This design comes from an exercise in tuning for small area, a short achievable clock period and few clock cycles on the open sky130 flow, not from production work. RTL that was checked went through simulation tests only; none was proved equivalent to the original. Power figures rest on the tool's default switching activity, not on a simulated workload.

Setup of the previous run:
==> module peak_interval_rate_estimator, before the edit <==
module peak_interval_rate_estimator #(
    parameter int DEPTH = pire_pkg::DEPTH_DEFAULT
) (
    input  logic                           clk,
    input  logic                           rst_n,
    input  logic                           start,
    output logic                           busy,
    input  logic [10:0]                    cmd,
    output logic [20:0]                    result,
    output logic                           result_valid,
    input  logic                           cfg_valid,
    output logic                           cfg_ready,
    input  logic [pire_pkg::SPACING_W-1:0] cfg_data
);
    localparam int AW   = pire_pkg::AW;
    localparam int W    = pire_pkg::SAMPLE_W;
    localparam int GB   = pire_pkg::GRP_B;
    localparam int NG   = pire_pkg::NGRP;
    localparam int CAP  = 2;
    localparam int CNTW = 2;
    logic            cr_v;
    logic [10:0]     cr_cmd;
    logic            busy_reg;
    logic            cr_push, cr_eval, eval_go;
    logic            done_reg;
    logic [CNTW-1:0] cnt, cnt_next;   
    logic                        clr;
    logic [AW-1:0]               wpos;
    logic [NG-1:1]               wq_v;
    logic [NG-1:1][AW-1:0]       wq_a;
    logic [NG-1:1][W-1:0]        wq_d;
    logic [NG-1:0]               r_we;
    logic [NG-1:0][AW-1:0]       r_wa;
    logic [W-1:0]                r_wd;
    logic [DEPTH-1:0][W-1:0]     ring;
    logic [NG:1]                 sv;
    logic [NG:2][DEPTH-1:0]      sm;
    logic [NG:1]                 sa, sp;
    logic [NG:0][DEPTH-1:0]      s_eff;
    logic [NG-1:0]               s_a, s_p;
    logic             p_v;
    logic [DEPTH-1:0] hm;
    logic             w_act, w_first;
    logic [DEPTH-1:0] w_m;
    logic [AW-1:0]    w_head, w_pick;
    logic             w_empty, w_done, w_load;
    logic [DEPTH-1:0] w_below;
    logic             e_v;
    logic [AW-1:0]    e_idx;
    logic [pire_pkg::SPACING_W-1:0] spacing_reg;
    assign cfg_ready = 1'b1;
    assign busy      = busy_reg;
    assign cr_push   = cr_v && !cr_cmd[10];
    assign cr_eval   = cr_v && cr_cmd[10];
    assign eval_go   = cr_eval && !busy_reg;
    assign cnt_next  = cnt + CNTW'(eval_go) - CNTW'(done_reg);
    always_ff @(posedge clk or negedge rst_n)
    begin
        if (!rst_n)
        begin
            cr_v     <= 1'b0;
            busy_reg <= 1'b0;
            cnt      <= '0;
            done_reg <= 1'b0;
        end
        else
        begin
            cnt      <= cnt_next;
            done_reg <= w_done;
            if (!busy_reg)
            begin
                cr_v     <= start;
                busy_reg <= start && cmd[10] && (cnt_next >= CNTW'(CAP));
            end
            else
            begin
                busy_reg <= cnt_next >= CNTW'(CAP);
            end
        end
    end
    always_ff @(posedge clk)
    begin
        if (!busy_reg)
            cr_cmd <= cmd;
    end
    always_comb
    begin
        r_we[NG-1]              = cr_push;
        r_wa[NG-1]              = wpos;
        r_wd[(NG-1)*GB +: GB]   = cr_cmd[(NG-1)*GB +: GB];
        for (int g = 1; g < NG; g++)
        begin
            r_we[NG-1-g]            = wq_v[g];
            r_wa[NG-1-g]            = wq_a[g];
            r_wd[(NG-1-g)*GB +: GB] = wq_d[g][(NG-1-g)*GB +: GB];
        end
    end
    always_ff @(posedge clk or negedge rst_n)
    begin
        if (!rst_n)
        begin
            clr  <= 1'b1;
            wpos <= '0;
            wq_v <= '0;
        end
        else
        begin
            clr     <= 1'b0;
            wq_v[1] <= cr_push;
            for (int g = 2; g < NG; g++)
                wq_v[g] <= wq_v[g-1];
            if (cr_push)
                wpos <= wpos + AW'(1);
        end
    end
    always_ff @(posedge clk)
    begin
        wq_a[1] <= wpos;
        wq_d[1] <= cr_cmd[W-1:0];
        for (int g = 2; g < NG; g++)
        begin
            wq_a[g] <= wq_a[g-1];
            wq_d[g] <= wq_d[g-1];
        end
    end
    pire_ram #(
        .WIDTH (W),
        .DEPTH (DEPTH),
        .GB    (GB)
    ) u_store (
        .clk   (clk),
        .clr   (clr),
        .we    (r_we),
        .waddr (r_wa),
        .wdata (r_wd),
        .q     (ring)
    );
    always_comb
    begin
        for (int g = 0; g <= NG; g++)
        begin
            logic [DEPTH-1:0] c, hi, lo;
            logic a, b, d;
            c = '1;
            if (g > 0)
            begin
                for (int s = 0; s < DEPTH; s++)
                begin
                    hi[s] = ring[s][W-1-(g-1)*GB];
                    lo[s] = ring[s][W-2-(g-1)*GB];
                end
                c = (g == 1) ? '1 : sm[g];
                c = c & (hi | {DEPTH{!sa[g]}}) & (lo | {DEPTH{!sp[g]}});
            end
            s_eff[g] = c;
            if (g < NG)
            begin
                for (int s = 0; s < DEPTH; s++)
                begin
                    hi[s] = ring[s][W-1-g*GB];
                    lo[s] = ring[s][W-2-g*GB];
                end
                a = |(c & hi);
                b = |(c & hi & lo);
                d = |(c & lo);
                s_a[g] = a;
                s_p[g] = a ? b : d;
            end
        end
    end
    always_ff @(posedge clk or negedge rst_n)
    begin
        if (!rst_n)
            sv <= '0;
        else
        begin
            sv[1] <= eval_go;
            for (int g = 2; g <= NG; g++)
                sv[g] <= sv[g-1];
        end
    end
    always_ff @(posedge clk)
    begin
        for (int g = 1; g <= NG; g++)
        begin
            sa[g] <= s_a[g-1];
            sp[g] <= s_p[g-1];
        end
        for (int g = 2; g <= NG; g++)
            sm[g] <= s_eff[g-1];
        if (sv[NG])
            hm <= s_eff[NG];
    end
    assign w_empty = (w_m == '0);
    assign w_load  = p_v && w_empty;
    assign w_done  = w_act && w_empty;
    assign w_below = pire_pkg::below_or(w_m);
    assign w_pick  = pire_pkg::onehot_idx(w_m & ~w_below);
    always_ff @(posedge clk or negedge rst_n)
    begin
        if (!rst_n)
        begin
            p_v     <= 1'b0;
            w_m     <= '0;
            w_act   <= 1'b0;
            w_first <= 1'b0;
            e_v     <= 1'b0;
        end
        else
        begin
            p_v <= sv[NG] || (p_v && !w_load);
            if (w_load)
                w_act <= 1'b1;
            else if (w_done)
                w_act <= 1'b0;
            w_m     <= (hm & {DEPTH{w_load}}) | (w_m & w_below);
            w_first <= w_load;
            e_v     <= !w_empty && !w_first;
        end
    end
    always_ff @(posedge clk)
    begin
        if (w_first)
            w_head <= w_pick;
        e_idx <= w_pick;
    end
    always_ff @(posedge clk or negedge rst_n)
    begin
        if (!rst_n)
            spacing_reg <= pire_pkg::SPACING_RESET;
        else if (cfg_valid)
            spacing_reg <= cfg_data;
    end
    pire_rate_unit u_rate (
        .clk          (clk),
        .rst_n        (rst_n),
        .vld          (e_v),
        .idx          (e_idx),
        .head         (w_head),
        .last         (w_empty),
        .spacing      (spacing_reg),
        .result       (result),
        .result_valid (result_valid)
    );
endmodule
Settings: LEC_CHECK=0, CAP_MARGIN=20, CORE_MARGIN=2, CORE_UTILIZATION=40, SETUP_SLACK_MARGIN=2.6, SLEW_MARGIN=20; clock period 5.5 ns.
run.sh (not shown) runs the stock make flow with config.mk's settings and CLKGATE_MAP_FILE= SYNTH_SCRIPT=/design/flow/synth_recipe.tcl, a recipe that flattens the netlist after the stock synthesis.
The previous run reached the end of the flow, and the finished layout is clean on the timing, DRC and antenna checks.
#### Input delta (the current run over the previous run)
--- a/flow/design.v
+++ b/flow/design.v
@@ -185,9 +185,9 @@
     logic            cr_v;
     logic [10:0]     cr_cmd;
     logic            busy_reg;
     logic            cr_push, cr_eval, eval_go;
-    logic            done_reg;
+    logic            full_next;
     logic [CNTW-1:0] cnt, cnt_next;   
     logic                        clr;
     logic [AW-1:0]               wpos;
     logic [NG-1:1]               wq_v;
@@ -203,43 +203,43 @@
     logic [NG:0][DEPTH-1:0]      s_eff;
     logic [NG-1:0]               s_a, s_p;
     logic             p_v;
     logic [DEPTH-1:0] hm;
-    logic             w_act, w_first;
+    logic             w_act;
     logic [DEPTH-1:0] w_m;
     logic [AW-1:0]    w_head, w_pick;
     logic             w_empty, w_done, w_load;
-    logic [DEPTH-1:0] w_below;
+    logic [DEPTH-1:0] w_below, h_below;
     logic             e_v;
     logic [AW-1:0]    e_idx;
     logic [pire_pkg::SPACING_W-1:0] spacing_reg;
     assign cfg_ready = 1'b1;
     assign busy      = busy_reg;
     assign cr_push   = cr_v && !cr_cmd[10];
     assign cr_eval   = cr_v && cr_cmd[10];
     assign eval_go   = cr_eval && !busy_reg;
-    assign cnt_next  = cnt + CNTW'(eval_go) - CNTW'(done_reg);
+    assign cnt_next  = cnt + CNTW'(eval_go) - CNTW'(w_done);
+    assign full_next = (cnt[1] && !(w_done && !eval_go))
+                    || (cnt[0] && eval_go && !w_done);
     always_ff @(posedge clk or negedge rst_n)
     begin
         if (!rst_n)
         begin
             cr_v     <= 1'b0;
             busy_reg <= 1'b0;
             cnt      <= '0;
-            done_reg <= 1'b0;
         end
         else
         begin
             cnt      <= cnt_next;
-            done_reg <= w_done;
             if (!busy_reg)
             begin
                 cr_v     <= start;
-                busy_reg <= start && cmd[10] && (cnt_next >= CNTW'(CAP));
+                busy_reg <= start && cmd[10] && full_next;
             end
             else
             begin
-                busy_reg <= cnt_next >= CNTW'(CAP);
+                busy_reg <= full_next;
             end
         end
     end
     always_ff @(posedge clk)
@@ -359,16 +359,16 @@
     assign w_load  = p_v && w_empty;
     assign w_done  = w_act && w_empty;
     assign w_below = pire_pkg::below_or(w_m);
     assign w_pick  = pire_pkg::onehot_idx(w_m & ~w_below);
+    assign h_below = pire_pkg::below_or(hm);
     always_ff @(posedge clk or negedge rst_n)
     begin
         if (!rst_n)
         begin
             p_v     <= 1'b0;
             w_m     <= '0;
             w_act   <= 1'b0;
-            w_first <= 1'b0;
             e_v     <= 1'b0;
         end
         else
         begin
@@ -376,17 +376,16 @@
             if (w_load)
                 w_act <= 1'b1;
             else if (w_done)
                 w_act <= 1'b0;
-            w_m     <= (hm & {DEPTH{w_load}}) | (w_m & w_below);
-            w_first <= w_load;
-            e_v     <= !w_empty && !w_first;
+            w_m     <= (hm & h_below & {DEPTH{w_load}}) | (w_m & w_below);
+            e_v     <= !w_empty;
         end
     end
     always_ff @(posedge clk)
     begin
-        if (w_first)
-            w_head <= w_pick;
+        if (w_load)
+            w_head <= pire_pkg::onehot_idx(hm & ~h_below);
         e_idx <= w_pick;
     end
     always_ff @(posedge clk or negedge rst_n)
     begin
==> comparison <==
When the current run is measured against the previous run, its routed metal-1 wirelength turns out 8.4 mm higher.
Of the two values seen for critical path's slowest cell, a32oi_1 was produced by the current run and or4b_4 by the previous run.
Compared with the previous run, the current run shows a combinational share of power that is 0.6 points lower.
Comparing the current run with the previous run, the worst-case hold slack came out essentially unchanged.
Internal power contribution, the current run and the previous run: smaller value in the previous run
In the metrics for the current run and the previous run, the one carrying the higher sequential share of layout area is the previous run.
Proportion of power drawn by flip-flops and latches, the current run and the previous run: higher on the current run
The current run has global routing usage summed across all routing layers above what the previous run had.
The current run vs the previous run, worst setup slack went up by 0.017 ns.
The standard cells in the current run occupy more silicon area than those in the previous run do.
Testbench counts of the current run, summed over its fixed seeds: cycles 8,109.
Only the layout flow was run in the previous run; the RTL was not checked for function there.

---

The RTL this note starts from:
==> flow/design.v <==
`timescale 1ns / 1ps
package pire_pkg;
    localparam int SAMPLE_W  = 10;
    localparam int SPAN_W    = 14;
    localparam int RATE_W    = 6;
    localparam int SPACING_W = 8;
    localparam int DEPTH_DEFAULT = 64;
    localparam int AW            = 6;
    localparam int GRP_B = 2;
    localparam int NGRP  = SAMPLE_W / GRP_B;
    localparam logic [SPACING_W-1:0] SPACING_RESET = 8'd20;
    localparam logic [RATE_W-1:0]    RATE_SAT      = 6'd63;
    function automatic logic [RATE_W-1:0] rate_of(input logic [SPAN_W-1:0] s);
        logic [RATE_W-1:0] r;
        if (s[SPAN_W-1:6] != '0)
            r = 6'd0;
        else
            case (s[5:0])
                6'd0:  r = RATE_SAT;
                6'd1:  r = 6'd60;
                6'd2:  r = 6'd30;
                6'd3:  r = 6'd20;
                6'd4:  r = 6'd15;
                6'd5:  r = 6'd12;
                6'd6:  r = 6'd10;
                6'd7:  r = 6'd8;
                6'd8:  r = 6'd7;
                6'd9, 6'd10: r = 6'd6;
                6'd11, 6'd12: r = 6'd5;
                6'd13, 6'd14, 6'd15: r = 6'd4;
                6'd16, 6'd17, 6'd18, 6'd19, 6'd20: r = 6'd3;
                default:
                    if (s[5:0] <= 6'd30)
                        r = 6'd2;
                    else if (s[5:0] <= 6'd60)
                        r = 6'd1;
                    else
                        r = 6'd0;
            endcase
        rate_of = r;
    endfunction
    function automatic logic [63:0] below_or(input logic [63:0] m);
        logic [63:0] p;
        p = {m[62:0], 1'b0};
        for (int k = 1; k < 64; k = k * 2)
            p = p | (p << k);
        below_or = p;
    endfunction
    function automatic logic [AW-1:0] onehot_idx(input logic [63:0] h);
        logic [AW-1:0] r;
        for (int b = 0; b < AW; b++)
        begin
            r[b] = 1'b0;
            for (int i = 0; i < 64; i++)
                if (((i >> b) & 1) == 1)
                    r[b] = r[b] | h[i];
        end
        onehot_idx = r;
    endfunction
endpackage
`timescale 1ns / 1ps
module pire_ram #(
    parameter int WIDTH = 10,
    parameter int DEPTH = 64,
    parameter int GB    = 2
) (
    input  logic                                    clk,
    input  logic                                    clr,
    input  logic [WIDTH/GB-1:0]                     we,
    input  logic [WIDTH/GB-1:0][$clog2(DEPTH)-1:0]  waddr,
    input  logic [WIDTH-1:0]                        wdata,
    output logic [DEPTH-1:0][WIDTH-1:0]             q
);
    localparam int NG = WIDTH / GB;
    logic [DEPTH-1:0][WIDTH-1:0] mem;
    always_ff @(posedge clk)
    begin
        for (int s = 0; s < DEPTH; s++)
        begin
            for (int g = 0; g < NG; g++)
            begin
                if (clr || (we[g] && waddr[g] == $clog2(DEPTH)'(s)))
                begin
                    mem[s][g*GB +: GB] <= clr ? '0 : wdata[g*GB +: GB];
                end
            end
        end
    end
    assign q = mem;
endmodule
`timescale 1ns / 1ps
module pire_rate_unit (
    input  logic                           clk,
    input  logic                           rst_n,
    input  logic                           vld,
    input  logic [pire_pkg::AW-1:0]        idx,
    input  logic [pire_pkg::AW-1:0]        head,
    input  logic                           last,
    input  logic [pire_pkg::SPACING_W-1:0] spacing,
    output logic [20:0]                    result,
    output logic                           result_valid
);
    localparam int SW = pire_pkg::SPAN_W;
    logic                        s1_vld_reg, out_vld_reg;
    logic                        s1_last_reg;
    logic [SW-1:0]               s1_sum_reg, s1_cry_reg;
    logic [SW-1:0]               sum, cry;
    logic [pire_pkg::AW-1:0]     gap;
    logic [2:0][9:0]             pp;
    logic [9:0]                  sp3_reg;
    logic [20:0]                 out_reg;
    logic [SW-1:0]               span;
    always_ff @(posedge clk or negedge rst_n)
    begin
        if (!rst_n)
        begin
            s1_vld_reg  <= 1'b0;
            out_vld_reg <= 1'b0;
        end
        else
        begin
            s1_vld_reg  <= vld;
            out_vld_reg <= s1_vld_reg;
        end
    end
    assign gap = idx - head;
    always_comb
    begin
        for (int d = 0; d < 3; d++)
        begin
            case (gap[2*d +: 2])
                2'd0:    pp[d] = '0;
                2'd1:    pp[d] = 10'(spacing);
                2'd2:    pp[d] = {1'b0, spacing, 1'b0};
                default: pp[d] = sp3_reg;
            endcase
        end
        begin
            logic [SW-1:0] x, y, z;
            x   = SW'(pp[0]);
            y   = SW'(pp[1]) << 2;
            z   = SW'(pp[2]) << 4;
            sum = x ^ y ^ z;
            cry = ((x & y) | (x & z) | (y & z)) << 1;
        end
        span = s1_sum_reg + s1_cry_reg;
    end
    always_ff @(posedge clk)
    begin
        sp3_reg     <= 10'(spacing) + {1'b0, spacing, 1'b0};
        s1_sum_reg  <= sum;
        s1_cry_reg  <= cry;
        s1_last_reg <= last;
        out_reg     <= {span, pire_pkg::rate_of(span), s1_last_reg};
    end
    assign result       = out_reg;
    assign result_valid = out_vld_reg;
endmodule
`timescale 1ns / 1ps
module peak_interval_rate_estimator #(
    parameter int DEPTH = pire_pkg::DEPTH_DEFAULT
) (
    input  logic                           clk,
    input  logic                           rst_n,
    input  logic                           start,
    output logic                           busy,
    input  logic [10:0]                    cmd,
    output logic [20:0]                    result,
    output logic                           result_valid,
    input  logic                           cfg_valid,
    output logic                           cfg_ready,
    input  logic [pire_pkg::SPACING_W-1:0] cfg_data
);
    localparam int AW   = pire_pkg::AW;
    localparam int W    = pire_pkg::SAMPLE_W;
    localparam int GB   = pire_pkg::GRP_B;
    localparam int NG   = pire_pkg::NGRP;
    localparam int CAP  = 2;
    localparam int CNTW = 2;
    logic            take, take_push, take_eval;
    logic            park, busy_reg;
    logic            eval_go;
    logic            park_next, full_next;
    logic [CNTW-1:0] cnt, cnt_next;   
    logic                        clr;
    logic [AW-1:0]               wpos;
    logic [NG-1:1]               wq_v;
    logic [NG-1:1][AW-1:0]       wq_a;
    logic [NG-1:1][W-1:0]        wq_d;
    logic [NG-1:0]               r_we;
    logic [NG-1:0][AW-1:0]       r_wa;
    logic [W-1:0]                r_wd;
    logic [DEPTH-1:0][W-1:0]     ring;
    logic [NG:1]                 sv;
    logic [NG:2][DEPTH-1:0]      sm;
    logic [NG:1]                 sa, sp;
    logic [NG:0][DEPTH-1:0]      s_eff;
    logic [NG-1:0]               s_a, s_p;
    logic             p_v;
    logic [DEPTH-1:0] hm;
    logic             w_act;
    logic [DEPTH-1:0] w_m;
    logic [AW-1:0]    w_head, w_pick;
    logic             w_empty, w_done, w_load;
    logic [DEPTH-1:0] w_below, h_below;
    logic             e_v;
    logic [AW-1:0]    e_idx;
    logic [pire_pkg::SPACING_W-1:0] spacing_reg;
    assign cfg_ready = 1'b1;
    assign busy      = busy_reg;
    assign take      = start && !busy_reg;
    assign take_push = take && !cmd[10];
    assign take_eval = take && cmd[10];
    assign eval_go   = !cnt[1] && (park || take_eval);
    assign park_next = (park && cnt[1]) || (take_eval && (park || cnt[1]));
    assign cnt_next  = cnt + CNTW'(eval_go) - CNTW'(w_done);
    assign full_next = (cnt[1] && !(w_done && !eval_go))
                    || (cnt[0] && eval_go && !w_done);
    always_ff @(posedge clk or negedge rst_n)
    begin
        if (!rst_n)
        begin
            park     <= 1'b0;
            busy_reg <= 1'b1;
            cnt      <= '0;
        end
        else
        begin
            cnt      <= cnt_next;
            park     <= park_next;
            busy_reg <= park_next;
        end
    end
    always_comb
    begin
        r_we[NG-1]              = take_push;
        r_wa[NG-1]              = wpos;
        r_wd[(NG-1)*GB +: GB]   = cmd[(NG-1)*GB +: GB];
        for (int g = 1; g < NG; g++)
        begin
            r_we[NG-1-g]            = wq_v[g];
            r_wa[NG-1-g]            = wq_a[g];
            r_wd[(NG-1-g)*GB +: GB] = wq_d[g][(NG-1-g)*GB +: GB];
        end
    end
    always_ff @(posedge clk or negedge rst_n)
    begin
        if (!rst_n)
        begin
            clr  <= 1'b1;
            wpos <= '0;
            wq_v <= '0;
        end
        else
        begin
            clr     <= 1'b0;
            wq_v[1] <= take_push;
            for (int g = 2; g < NG; g++)
                wq_v[g] <= wq_v[g-1];
            if (take_push)
                wpos <= wpos + AW'(1);
        end
    end
    always_ff @(posedge clk)
    begin
        wq_a[1] <= wpos;
        wq_d[1] <= cmd[W-1:0];
        for (int g = 2; g < NG; g++)
        begin
            wq_a[g] <= wq_a[g-1];
            wq_d[g] <= wq_d[g-1];
        end
    end
    pire_ram #(
        .WIDTH (W),
        .DEPTH (DEPTH),
        .GB    (GB)
    ) u_store (
        .clk   (clk),
        .clr   (clr),
        .we    (r_we),
        .waddr (r_wa),
        .wdata (r_wd),
        .q     (ring)
    );
    always_comb
    begin
        for (int g = 0; g <= NG; g++)
        begin
            logic [DEPTH-1:0] c, hi, lo;
            logic a, b, d;
            c = '1;
            if (g > 0)
            begin
                for (int s = 0; s < DEPTH; s++)
                begin
                    hi[s] = ring[s][W-1-(g-1)*GB];
                    lo[s] = ring[s][W-2-(g-1)*GB];
                end
                c = (g == 1) ? '1 : sm[g];
                c = c & (hi | {DEPTH{!sa[g]}}) & (lo | {DEPTH{!sp[g]}});
            end
            s_eff[g] = c;
            if (g < NG)
            begin
                for (int s = 0; s < DEPTH; s++)
                begin
                    hi[s] = ring[s][W-1-g*GB];
                    lo[s] = ring[s][W-2-g*GB];
                end
                a = |(c & hi);
                b = |(c & hi & lo);
                d = |(c & lo);
                s_a[g] = a;
                s_p[g] = a ? b : d;
            end
        end
    end
    always_ff @(posedge clk or negedge rst_n)
    begin
        if (!rst_n)
            sv <= '0;
        else
        begin
            sv[1] <= eval_go;
            for (int g = 2; g <= NG; g++)
                sv[g] <= sv[g-1];
        end
    end
    always_ff @(posedge clk)
    begin
        for (int g = 1; g <= NG; g++)
        begin
            sa[g] <= s_a[g-1];
            sp[g] <= s_p[g-1];
        end
        for (int g = 2; g <= NG; g++)
            sm[g] <= s_eff[g-1];
        if (sv[NG])
            hm <= s_eff[NG];
    end
    assign w_empty = (w_m == '0);
    assign w_load  = p_v && w_empty;
    assign w_done  = w_act && w_empty;
    assign w_below = pire_pkg::below_or(w_m);
    assign w_pick  = pire_pkg::onehot_idx(w_m & ~w_below);
    assign h_below = pire_pkg::below_or(hm);
    always_ff @(posedge clk or negedge rst_n)
    begin
        if (!rst_n)
        begin
            p_v     <= 1'b0;
            w_m     <= '0;
            w_act   <= 1'b0;
            e_v     <= 1'b0;
        end
        else
        begin
            p_v <= sv[NG] || (p_v && !w_load);
            if (w_load)
                w_act <= 1'b1;
            else if (w_done)
                w_act <= 1'b0;
            w_m     <= (hm & h_below & {DEPTH{w_load}}) | (w_m & w_below);
            e_v     <= !w_empty;
        end
    end
    always_ff @(posedge clk)
    begin
        if (w_load)
            w_head <= pire_pkg::onehot_idx(hm & ~h_below);
        e_idx <= w_pick;
    end
    always_ff @(posedge clk or negedge rst_n)
    begin
        if (!rst_n)
            spacing_reg <= pire_pkg::SPACING_RESET;
        else if (cfg_valid)
            spacing_reg <= cfg_data;
    end
    pire_rate_unit u_rate (
        .clk          (clk),
        .rst_n        (rst_n),
        .vld          (e_v),
        .idx          (e_idx),
        .head         (w_head),
        .last         (w_empty),
        .spacing      (spacing_reg),
        .result       (result),
        .result_valid (result_valid)
    );
endmodule
Settings: LEC_CHECK=0, CAP_MARGIN=20, CORE_MARGIN=2, CORE_UTILIZATION=40, SETUP_SLACK_MARGIN=2.6, SLEW_MARGIN=20; clock period 5.5 ns.
The first run finished with timing, DRC and antenna clean.
Testbench counts at the start, summed over its fixed seeds: cycles 7,960.
Next try:
--- a/flow/design.v
+++ b/flow/design.v
@@ -100,12 +100,13 @@
     output logic [20:0]                    result,
     output logic                           result_valid
 );
     localparam int SW = pire_pkg::SPAN_W;
-    logic                        s1_vld_reg, out_vld_reg;
-    logic                        s1_last_reg;
+    logic                        s1_vld_reg, s2_vld_reg, out_vld_reg;
+    logic                        s1_last_reg, s2_last_reg;
     logic [SW-1:0]               s1_sum_reg, s1_cry_reg;
     logic [SW-1:0]               sum, cry;
+    logic [SW-1:0]               s2_span_reg;
     logic [pire_pkg::AW-1:0]     gap;
     logic [2:0][9:0]             pp;
     logic [9:0]                  sp3_reg;
     logic [20:0]                 out_reg;
@@ -114,14 +115,16 @@
     begin
         if (!rst_n)
         begin
             s1_vld_reg  <= 1'b0;
+            s2_vld_reg  <= 1'b0;
             out_vld_reg <= 1'b0;
         end
         else
         begin
             s1_vld_reg  <= vld;
-            out_vld_reg <= s1_vld_reg;
+            s2_vld_reg  <= s1_vld_reg;
+            out_vld_reg <= s2_vld_reg;
         end
     end
     assign gap = idx - head;
     always_comb
@@ -150,9 +153,11 @@
         sp3_reg     <= 10'(spacing) + {1'b0, spacing, 1'b0};
         s1_sum_reg  <= sum;
         s1_cry_reg  <= cry;
         s1_last_reg <= last;
-        out_reg     <= {span, pire_pkg::rate_of(span), s1_last_reg};
+        s2_span_reg <= span;
+        s2_last_reg <= s1_last_reg;
+        out_reg     <= {s2_span_reg, pire_pkg::rate_of(s2_span_reg), s2_last_reg};
     end
     assign result       = out_reg;
     assign result_valid = out_vld_reg;
 endmodule
Cell count fell by 2.1%. Power went down by about 0.9%. Non-clock buffer count came out lower by 15. Setup slack improved by 0.078 ns. Sequential share of layout area went up by 0.87 points. Final area goes down by about 0.6%. Sequential power hardly moves. Clock power climbs by about 1%. First-iteration DRC count climbs by about 5%. Global-route usage went up by 0.37 points. Clock skew is higher by 0.013 ns. Utilization fell by 0.23 points.
Testbench counts after the change, summed over its fixed seeds: cycles 8,034.

## port drivers added, routing unchanged
In the flow no input, the clock included, has a driving cell. The finished layouts below were timed again as built, in two steps.
Step 1 (the two cells are an assumption about what drives the block):
set clk [get_ports {clk}]
set_driving_cell -lib_cell sky130_fd_sc_hd__clkbuf_16 $clk
set_driving_cell -lib_cell sky130_fd_sc_hd__buf_2 [delete_from_list [all_inputs] $clk]
Step 2 moves the port delays by t, midway between the first and last clock arrival at a register: inputs arrive t later, outputs are due t later. That takes back most of the time a late clock gives input paths.
Slacks: no drivers / after step 1 / after step 2; pairs: no drivers / after step 1.
run	shift t [ns]	setup slack, ns	hold slack, ns	latest minus earliest clock arrival (ns)
the previous run	0.837	2.599 / 2.599 / 2.599	0.321 / 0.285 / 0.325	0.032 / 0.032
the current run	0.839	2.616 / 2.616 / 2.616	0.324 / 0.324 / 0.324	0.044 / 0.045
the first run of note 2	0.833	2.537 / 2.537 / 1.864	0.325 / 0.325 / 0.325	0.028 / 0.028
the second run of note 2	0.836	2.614 / 2.614 / 2.049	0.324 / 0.321 / 0.324	0.044 / 0.044
After both steps setup and hold are still met in every run listed. The setup slack of the first run of note 2, which loses most, moves by 0.000 ns with the drivers and by -0.673 ns with both steps.
